Background: an optimization exercise with open tools, aiming at small area, a short achievable clock period and few clock cycles per item. Do not read the settings as production practice.
In this exercise RTL edits were held to simulation tests only and were not proved equivalent to the original.
Power figures rest on the tool's default switching activity, not on a simulated workload.

==> flow/design.v <==
package oaht_pkg;
  localparam int MAX_SLOTS_DEF = 64;
  localparam int SIZE_STEPS_DEF = 4;
  localparam int KEY_W = 31;
  localparam int ORD_W = 32;
  localparam int CFG_W = 7;
  localparam int CFG_REGS = 4;
  typedef enum logic [2:0] {
    ST_INSERTED = 3'd0,
    ST_DUPLICATE = 3'd1,
    ST_REHASHED = 3'd2,
    ST_FOUND = 3'd3,
    ST_NOT_FOUND = 3'd4,
    ST_FULL = 3'd5
  } status_t;
  typedef enum logic [3:0] {
    S_IDLE, S_MOD, S_RD, S_CHK, S_STEP, S_DONE,
    S_COL_RD, S_COL_CHK, S_CLR, S_RE_RD, S_RE_MOD
  } state_t;
endpackage
import oaht_pkg::*;
module open_addressing_hash_table_core #(
  parameter int MAX_SLOTS = MAX_SLOTS_DEF,
  parameter int SIZE_STEPS = SIZE_STEPS_DEF
) (
  input  logic clk,
  input  logic rst,
  input  logic cfg_we,
  input  logic [1:0] cfg_index,
  input  logic [CFG_W-1:0] cfg_data,
  input  logic s_axis_tvalid,
  output logic s_axis_tready,
  input  logic [63:0] s_axis_tdata,
  input  logic s_axis_tuser,
  output logic m_axis_tvalid,
  input  logic m_axis_tready,
  output logic [47:0] m_axis_tdata
);
  localparam int AW = $clog2(MAX_SLOTS);
  localparam int MW = AW + 1;
  localparam int SW = (SIZE_STEPS > 1) ? $clog2(SIZE_STEPS) : 1;
  oaht_pkg::state_t state, state_next;
  logic [CFG_W-1:0] cfg_size [CFG_REGS];
  logic [MAX_SLOTS-1:0] vld;
  logic [KEY_W-1:0] keys [MAX_SLOTS];
  logic [ORD_W-1:0] ords [MAX_SLOTS];
  logic [KEY_W-1:0] spk [MAX_SLOTS];
  logic [ORD_W-1:0] spo [MAX_SLOTS];
  logic [KEY_W-1:0] rd_key;
  logic [ORD_W-1:0] rd_ord;
  logic rd_vld;
  logic mode, rehashing, lost;
  logic [KEY_W-1:0] key;
  logic [ORD_W-1:0] ord;
  logic [SW:0] step;
  logic [MW-1:0] m;
  logic [AW-1:0] pos;
  logic [MW-1:0] coll;
  logic [MW+KEY_W-1:0] rem;
  logic [5:0] bitc;
  logic [AW:0] idx, n, ri;
  logic [2:0] o_status;
  logic [5:0] o_slot, o_pc;
  logic [ORD_W-1:0] o_ord;
  function automatic logic [MW-1:0] size_of(input logic [CFG_W-1:0] v);
    logic [MW-1:0] r;
    if (v < 2) r = MW'(2);
    else if (32'(v) > MAX_SLOTS) r = MW'(MAX_SLOTS);
    else r = MW'(v);
    size_of = r;
  endfunction
  logic [SW:0] cstep;
  logic [MW-1:0] m_cur;
  always_comb begin
    cstep = (32'(step) < CFG_REGS - 1) ? step : (SW+1)'(CFG_REGS - 1);
    m_cur = size_of(cfg_size[cstep[1:0]]);
  end
  logic last_step;
  assign last_step = 32'(step) + 1 >= SIZE_STEPS;
  assign s_axis_tready = (state == S_IDLE) && !m_axis_tvalid;
  assign m_axis_tdata = {1'b0, o_pc, o_ord, o_slot, o_status};
  logic [MW+KEY_W-1:0] rem_sh;
  logic [MW:0] trial;
  logic [MW:0] pstep;
  always_comb begin
    rem_sh = {rem[MW+KEY_W-2:0], 1'b0};
    trial = {1'b0, rem_sh[MW+KEY_W-1:KEY_W]} - {1'b0, m};
    pstep = (MW+1)'(pos) + (MW+1)'(coll) + 1'b1;
    if (pstep >= (MW+1)'(m)) pstep = pstep - (MW+1)'(m);
  end
  logic hit, empty;
  assign empty = !rd_vld;
  assign hit = rd_vld && rd_key == key;
  logic half_ok, re_place, re_again, re_last, ins_grow;
  assign half_ok = 32'(coll) < 32'(m) / 2;
  assign re_place = !hit && (half_ok || (last_step && empty));
  assign re_again = !hit && !re_place && !last_step;
  assign re_last = 32'(ri) + 1 >= 32'(n);
  assign ins_grow = !mode && !hit && !half_ok && !last_step;
  always_comb begin
    state_next = state;
    unique case (state)
      S_IDLE: if (s_axis_tvalid && s_axis_tready) begin
        state_next = (s_axis_tdata[KEY_W-1:0] == '0) ? S_IDLE : S_MOD;
      end
      S_MOD: if (bitc == 0) state_next = S_RD;
      S_RD: state_next = S_CHK;
      S_CHK: state_next = (empty || hit || coll + 1 >= m) ? S_DONE : S_STEP;
      S_STEP: state_next = S_RD;
      S_DONE: begin
        if (rehashing) begin
          if (re_again) state_next = S_CLR;
          else state_next = re_last ? S_IDLE : S_RE_RD;
        end else begin
          state_next = ins_grow ? S_COL_RD : S_IDLE;
        end
      end
      S_COL_RD: state_next = S_COL_CHK;
      S_COL_CHK: state_next = (idx == (AW+1)'(MAX_SLOTS - 1)) ? S_CLR : S_COL_RD;
      S_CLR: state_next = (n == 0) ? S_IDLE : S_RE_RD;
      S_RE_RD: state_next = S_RE_MOD;
      S_RE_MOD: if (bitc == 0) state_next = S_RD;
      default: state_next = S_IDLE;
    endcase
  end
  always_ff @(posedge clk) begin
    if (rst) state <= S_IDLE;
    else state <= state_next;
  end
  always_ff @(posedge clk) begin
    if (state == S_RD || state == S_COL_RD) begin
      rd_key <= keys[state == S_RD ? pos : idx[AW-1:0]];
      rd_ord <= ords[state == S_RD ? pos : idx[AW-1:0]];
      rd_vld <= vld[state == S_RD ? pos : idx[AW-1:0]];
    end
    if (state == S_COL_CHK && rd_vld) begin
      spk[n[AW-1:0]] <= rd_key;
      spo[n[AW-1:0]] <= rd_ord;
    end
  end
  always_ff @(posedge clk) begin
    if (rst) begin
      cfg_size[0] <= 7'd11; cfg_size[1] <= 7'd19;
      cfg_size[2] <= 7'd29; cfg_size[3] <= 7'd37;
      vld <= '0;
      step <= '0;
      m_axis_tvalid <= 1'b0;
    end else begin
      if (cfg_we) cfg_size[cfg_index] <= cfg_data;
      if (m_axis_tvalid && m_axis_tready) m_axis_tvalid <= 1'b0;
      unique case (state)
        S_IDLE: if (s_axis_tvalid && s_axis_tready) begin
          key <= s_axis_tdata[KEY_W-1:0];
          ord <= s_axis_tdata[KEY_W+ORD_W-1:KEY_W];
          mode <= s_axis_tuser;
          rehashing <= 1'b0;
          m <= m_cur;
          coll <= '0;
          rem <= {{MW{1'b0}}, s_axis_tdata[KEY_W-1:0]};
          bitc <= 6'(KEY_W);
          if (s_axis_tdata[KEY_W-1:0] == 0) begin
            m_axis_tvalid <= 1'b1;
            o_status <= s_axis_tuser ? ST_NOT_FOUND : ST_DUPLICATE;
            o_slot <= '0; o_pc <= '0; o_ord <= '0;
          end
        end
        S_MOD, S_RE_MOD: begin
          if (bitc != 0) begin
            bitc <= bitc - 1'b1;
            if (!trial[MW]) rem <= {trial[MW-1:0], rem_sh[KEY_W-1:1], 1'b1};
            else rem <= rem_sh;
          end else begin
            pos <= AW'(rem[MW+KEY_W-1:KEY_W]);
          end
        end
        S_STEP: begin
          coll <= coll + 1'b1;
          pos <= AW'(pstep);
        end
        S_CHK: if (empty || hit || coll + 1 >= m) begin
          if (!(empty || hit)) coll <= coll + 1'b1;
        end
        S_DONE: begin
          if (rehashing) begin
            if (re_place) begin
              vld[pos] <= 1'b1;
              keys[pos] <= key;
              ords[pos] <= ord;
            end
            if (re_again) step <= step + 1'b1;
            else if (!hit && !re_place) lost <= 1'b1;
            if (!re_again && re_last) begin
              m_axis_tvalid <= 1'b1;
              o_status <= (lost || (!hit && !re_place)) ? ST_FULL : ST_REHASHED;
            end
            ri <= ri + 1'b1;
          end else begin
            o_slot <= 6'(pos);
            o_pc <= (coll > 63) ? 6'd63 : 6'(coll);
            o_ord <= (mode && hit) ? rd_ord : '0;
            if (ins_grow) begin
              idx <= '0; n <= '0;
              step <= step + 1'b1;
              rehashing <= 1'b1;
              lost <= 1'b0;
            end else begin
              m_axis_tvalid <= 1'b1;
            end
            if (mode) o_status <= hit ? ST_FOUND : ST_NOT_FOUND;
            else if (hit) o_status <= ST_DUPLICATE;
            else if (half_ok) begin
              o_status <= ST_INSERTED;
              vld[pos] <= 1'b1; keys[pos] <= key; ords[pos] <= ord;
            end else if (last_step) o_status <= ST_FULL;
          end
        end
        S_COL_CHK: begin
          if (rd_vld) n <= n + 1'b1;
          idx <= (idx == (AW+1)'(MAX_SLOTS - 1)) ? '0 : idx + 1'b1;
        end
        S_CLR: begin
          vld <= '0;
          ri <= '0;
          lost <= 1'b0;
          m <= m_cur;
          if (n == 0) begin
            m_axis_tvalid <= 1'b1;
            o_status <= ST_REHASHED;
          end
        end
        S_RE_RD: begin
          coll <= '0;
          bitc <= 6'(KEY_W);
          key <= spk[ri[AW-1:0]];
          ord <= spo[ri[AW-1:0]];
          rem <= {{MW{1'b0}}, spk[ri[AW-1:0]]};
        end
        default: ;
      endcase
    end
  end
endmodule
==> flow/run.sh <==
#!/bin/bash
# synth_recipe.tcl (not shown) runs the flow's synth.tcl, then flattens the netlist and writes it again
# the make line also repeats each setting of config.mk as NAME=value (left out here)
make -C /OpenROAD-flow-scripts/flow DESIGN_CONFIG=/design/flow/config.mk WORK_HOME=/design/flow/orfs CLKGATE_MAP_FILE= SYNTH_SCRIPT=/design/flow/synth_recipe.tcl finish
==> flow/config.mk <==
export PLATFORM = sky130hd
export DESIGN_NAME = open_addressing_hash_table_core
export DESIGN_NICKNAME = open_addressing_hash_table_core
export VERILOG_FILES = /design/flow/design.v
export SDC_FILE = /design/flow/constraint.sdc
export NUM_CORES = 8
export LEC_CHECK = 0
export CAP_MARGIN = 20
export CORE_MARGIN = 2
export CORE_UTILIZATION = 45
export SLEW_MARGIN = 20
==> flow/constraint.sdc <==
create_clock -name core_clock -period 10.0 [get_ports {clk}]
set_input_delay 2.0000 -clock core_clock [delete_from_list [all_inputs] [get_ports {clk}]]
set_output_delay 2.0000 -clock core_clock [all_outputs]
set_load 0.01 [all_outputs]
==> key figures <==
Outcome
  • Status: finished clean

Finish
  • Share of layout cells above drive strength 1: 18.08%
  • Final instance area: 0.3666 mm²
  • Area Growth Syn to Fin: 13.18%
  • Final net count: 17900
  • Util after Layout: 51.11%

Logic synthesis
  • Area of the mapped netlist: 0.3239 mm²
  • Post-synthesis mux area share: 10.89%
  • Synth Instances: 17230
  • Most used flip-flop cell after synthesis: edfxtp_1
  • Post-Synth Simple-Gate Area: 3.945%
  • Largest family of logic cells by synthesized area: multiplexers
  • FFs w/ async S/R, synth: 0%
  • Yosys warns: 1
  • Synth top area share: 77.45%
  • Avg Inst Size Synth: 18.80 µm²
  • Synth area leaders: edfxtp_1 77%, mux4_2 9.6%, nand2_1 2.5%
  • Syn_nets: 17360
  • Synth Register Bits: 8431
  • Compound-gate portion of the synthesized area: 5.463%
  • Area leader, netlist: edfxtp_1
  • Xor/xnor share of the synthesized area: 0.1866%
  • Synth cell types: 77
  • Post-synth EDFFs: 8353
  • Sequential area share after synthesis: 77.93%
  • Synth Area in Adders: 0.2156%

Critical path
  • Worst Path Arrival: 7.22 ns
  • CP required: 10.80 ns
  • Startpoint Class: flip-flop
  • R2R Setup Slk: 3.58 ns
  • WS Path Type: reg -> reg
  • CP max FO: 65
  • CP Capture Type: flip-flop
  • R2R depth: 11
  • Worst Setup SP: key[9]
  • Worst r2r dst: ords[2][17]
  • R2R Path Start: key[9]
  • Critical Path Sink: ords[2][17]

Die
  • Chip width: 852.4 µm
  • Num ports: 129
  • CORE AREA: 0.7172 mm²
  • Row Count: 311
  • Starting Density: 45.16%
  • Die height: 852.4 µm
  • Die area: 0.7265 mm²

Detailed routing
  • Vias per Instance: 6.468
  • WL met3: 112.9 mm
  • DRT met1 WL: 396.3 mm
  • TritonRoute pass-1 iters: 6
  • Initial DRC Count: 30610
  • Drt total wl: 1054 mm
  • Highest routing layer actually used: met5
  • ANT nets after route: 0
  • DR WL/cell: 37.55 µm
  • Met2 Wirelength: 499.6 mm
  • Vias: 181500
  • Residual DRC: 0

Placement
  • Post-DP Area: 0.3402 mm²
  • Port bufs: 126
  • GPL Wtd Cong: 0.8183
  • Post-DP HPWL: 538.2 mm

Global route
  • GR Overflow Total: 0
  • Number of global-route vias before repair: 171800
  • GRT Total Usage: 28.25%
  • Antenna violations before repair: 65
  • First-pass GRT wire length: 1430 mm
  • Largest net degree at the start of global routing: 116

Power and ir drop
  • Leak: 115.4 nW
  • P_sw: 23.11 mW
  • Part of the power in the clock network: 35.9%
  • Internal power: 62.07 mW
  • Fraction of power spent switching nets: 27.13%
  • PD cells: 232.4 mW/mm²
  • Sequential share of power: 48.9%
  • Gate power share: 15.2%
  • VDD IR-drop max: 0.2216 mV

CTS
  • Htree depth: 6
  • Worst-Skew Late Latency: 1.20 ns
  • Postcts setup bufs: 0
  • CTS tree: yes
  • Hold buffers post-CTS: 0
  • Num CTS Buffers: 835
  • Root Buffer: clkbuf_16
  • Sink Count: 8431
  • Post-cts resize count: 0
  • CTS max path bufs: 4
  • Reg clk slew, reported paths: 0.06 ns

Timing
  • Max frequency: 155.7 MHz
  • RSZ-0062 raised after global routing: false
  • Clk_skew: 0.05880 ns
  • Worst slew pin tran: 1.258 ns
  • TNS Setup: 0 ns
  • Final hold viol count: 0
  • Slew Limit Fails: 0
  • Fin crit share: 64.24%
  • Final setup viols: 0
  • Final Critical Period: 6.424 ns
  • Relative slew slack: 16.16%

Hold path
  • WHS Path Cells: 2
  • Min-Delay Path Class: reg -> reg

Job
  • Max-cap violations: 0
==> through the flow <==
stage	worst slack, ns	power [mW]	std cells	hold slack [ns]
floorplan	4.017	49.65	17230	0.4196
global placement	3.230	54.88	26460	0.4310
detailed placement	3.198	55.05	26470	0.4412
CTS	3.667	85.10	28010	0.4557
global route	3.739	87.30	28030	0.4833
finish	3.576	85.18	28060	0.4531
==> routing by layer <==
metal,GRT usage (%),vias up
li1,-,71070
met1,39.29,96540
met2,45.12,11820
met3,4.862,2056
met4,10.74,10
met5,0,-
==> cell type report <==
| class | count | area, µm² |
|---|---|---|
| multi-input combinational | 7723 | 68470 |
| clock inverter | 484 | 4207 |
| sequential | 8431 | 252400 |
| fill | 56990 | 350600 |
| timing repair buffer | 737 | 7322 |
| inverter | 39 | 146.4 |
| antenna | 45 | 112.6 |
| clock buffer | 1053 | 21950 |
| tap | 9546 | 11940 |
==> cell usage in the layout (no fill, tap or decap), types with 108 or more instances in the layout <==
cell,n
edfxtp_1,8353
nand2_1,2164
mux4_2,1382
a21oi_1,1142
clkbuf_16,845
buf_4,496
o21ai_0,487
mux2i_1,345
nand3_1,234
clkinv_1,224
a221o_1,205
clkbuf_1,202
a221oi_1,200
a2111oi_0,148
clkinv_2,140
nor2_4,139
clkdlybuf4s50_1,126
nor2_1,112
o22ai_1,111
buf_12,108
==> registers in the layout, summed over array words and instances (netlist names), 7 cells and up, named ones only <==
name      cells
ords       2048
spo        2048
keys       1984
spk        1984
vld          64
rem          37
o_ord        32
ord          32
rd_ord       32
key          31
rd_key       31
cfg_size     28
coll          7
idx           7
m             7
n             7
ri            7
==> kinds of logic after synthesis <==
kind of cell | count (synthesis)
AO/OA/AOI/OAI | 2759
XOR/XNOR | 69
adder cells (fa/ha/maj) | 54
buffers and inverters | 1074
flip-flops | 8431
multiplexers | 1780
other | 1
AND/OR/NAND/NOR | 3060
==> worst max-delay path, cell delays in order (launching register included) <==
cell and delay, ns:
edfxtp_1 0.33, buf_4 0.56, xnor2_1 0.29, nand4_1 0.33, nor4_1 0.14, nand3_1 0.19
o221ai_1 0.40, nor3_1 1.07, nand2_1 0.74, nor2_4 0.22, buf_4 0.94, buf_4 0.74
==> cells in the mapped netlist (all sizes together), types with 62 or more instances <==
library cell / count
mux4: 1387
a311oi: 64
and3: 62
buf: 475
nand3: 235
edfxtp: 8353
nor3: 74
a221oi: 200
mux2i: 351
nand2: 2169
a221o: 205
a21oi: 1145
dfxtp: 78
o22ai: 111
and2: 91
o21ai: 492
a2111oi: 151
clkbuf: 560
nor2: 253
==> power by group through the flow <==
stage,Clock [mW],Sequential [mW],Combinational [mW]
global route,32.1,41.7,13.5
global placement,0,42.4,12.5
CTS,30.8,41.7,12.7
detailed placement,0,42.4,12.6
finish,30.6,41.7,12.9
floorplan,0,43.5,6.10
==> how the worst min path moves through the flow <==
| stage | startpoint | end | slack (ns) |
|---|---|---|---|
| floorplan | vld[27] | vld[27] | 0.42 |
| global placement | vld[47] | vld[47] | 0.43 |
| detailed placement | vld[22] | vld[22] | 0.44 |
| CTS | vld[22] | vld[22] | 0.46 |
| global route | vld[28] | vld[28] | 0.48 |
| finish | vld[44] | vld[44] | 0.45 |
Testbench counts, summed over its fixed seeds: cycles 646,442, items 9,600.

==> static timing again, ports no longer ideal <==
In the flow no input, the clock included, has a driving cell. The finished layout below was timed again as built, in two steps. Step 1: set_driving_cell puts a clkbuf_16 on clk and a buf_2 on each other input, an assumption about the parent block. Step 2 also shifts input and output timing later by t, the mid clock arrival at the registers, as if the neighbouring blocks saw the same clock. Slacks: no drivers / after step 1 / after step 2; pairs: no drivers / after step 1.
t, ns: 1.304
slack for setup (ns): 3.576 / 3.576 / 3.206
worst hold slack (ns): 0.453 / 0.453 / 0.453
worst register clock-pin slew, ns: 0.07 / 0.07
cell pins on the clock port's net: 1
After both steps this run still meets setup and hold. For this run, drivers alone change the setup slack by 0.000 ns; drivers and shift together by -0.370 ns.
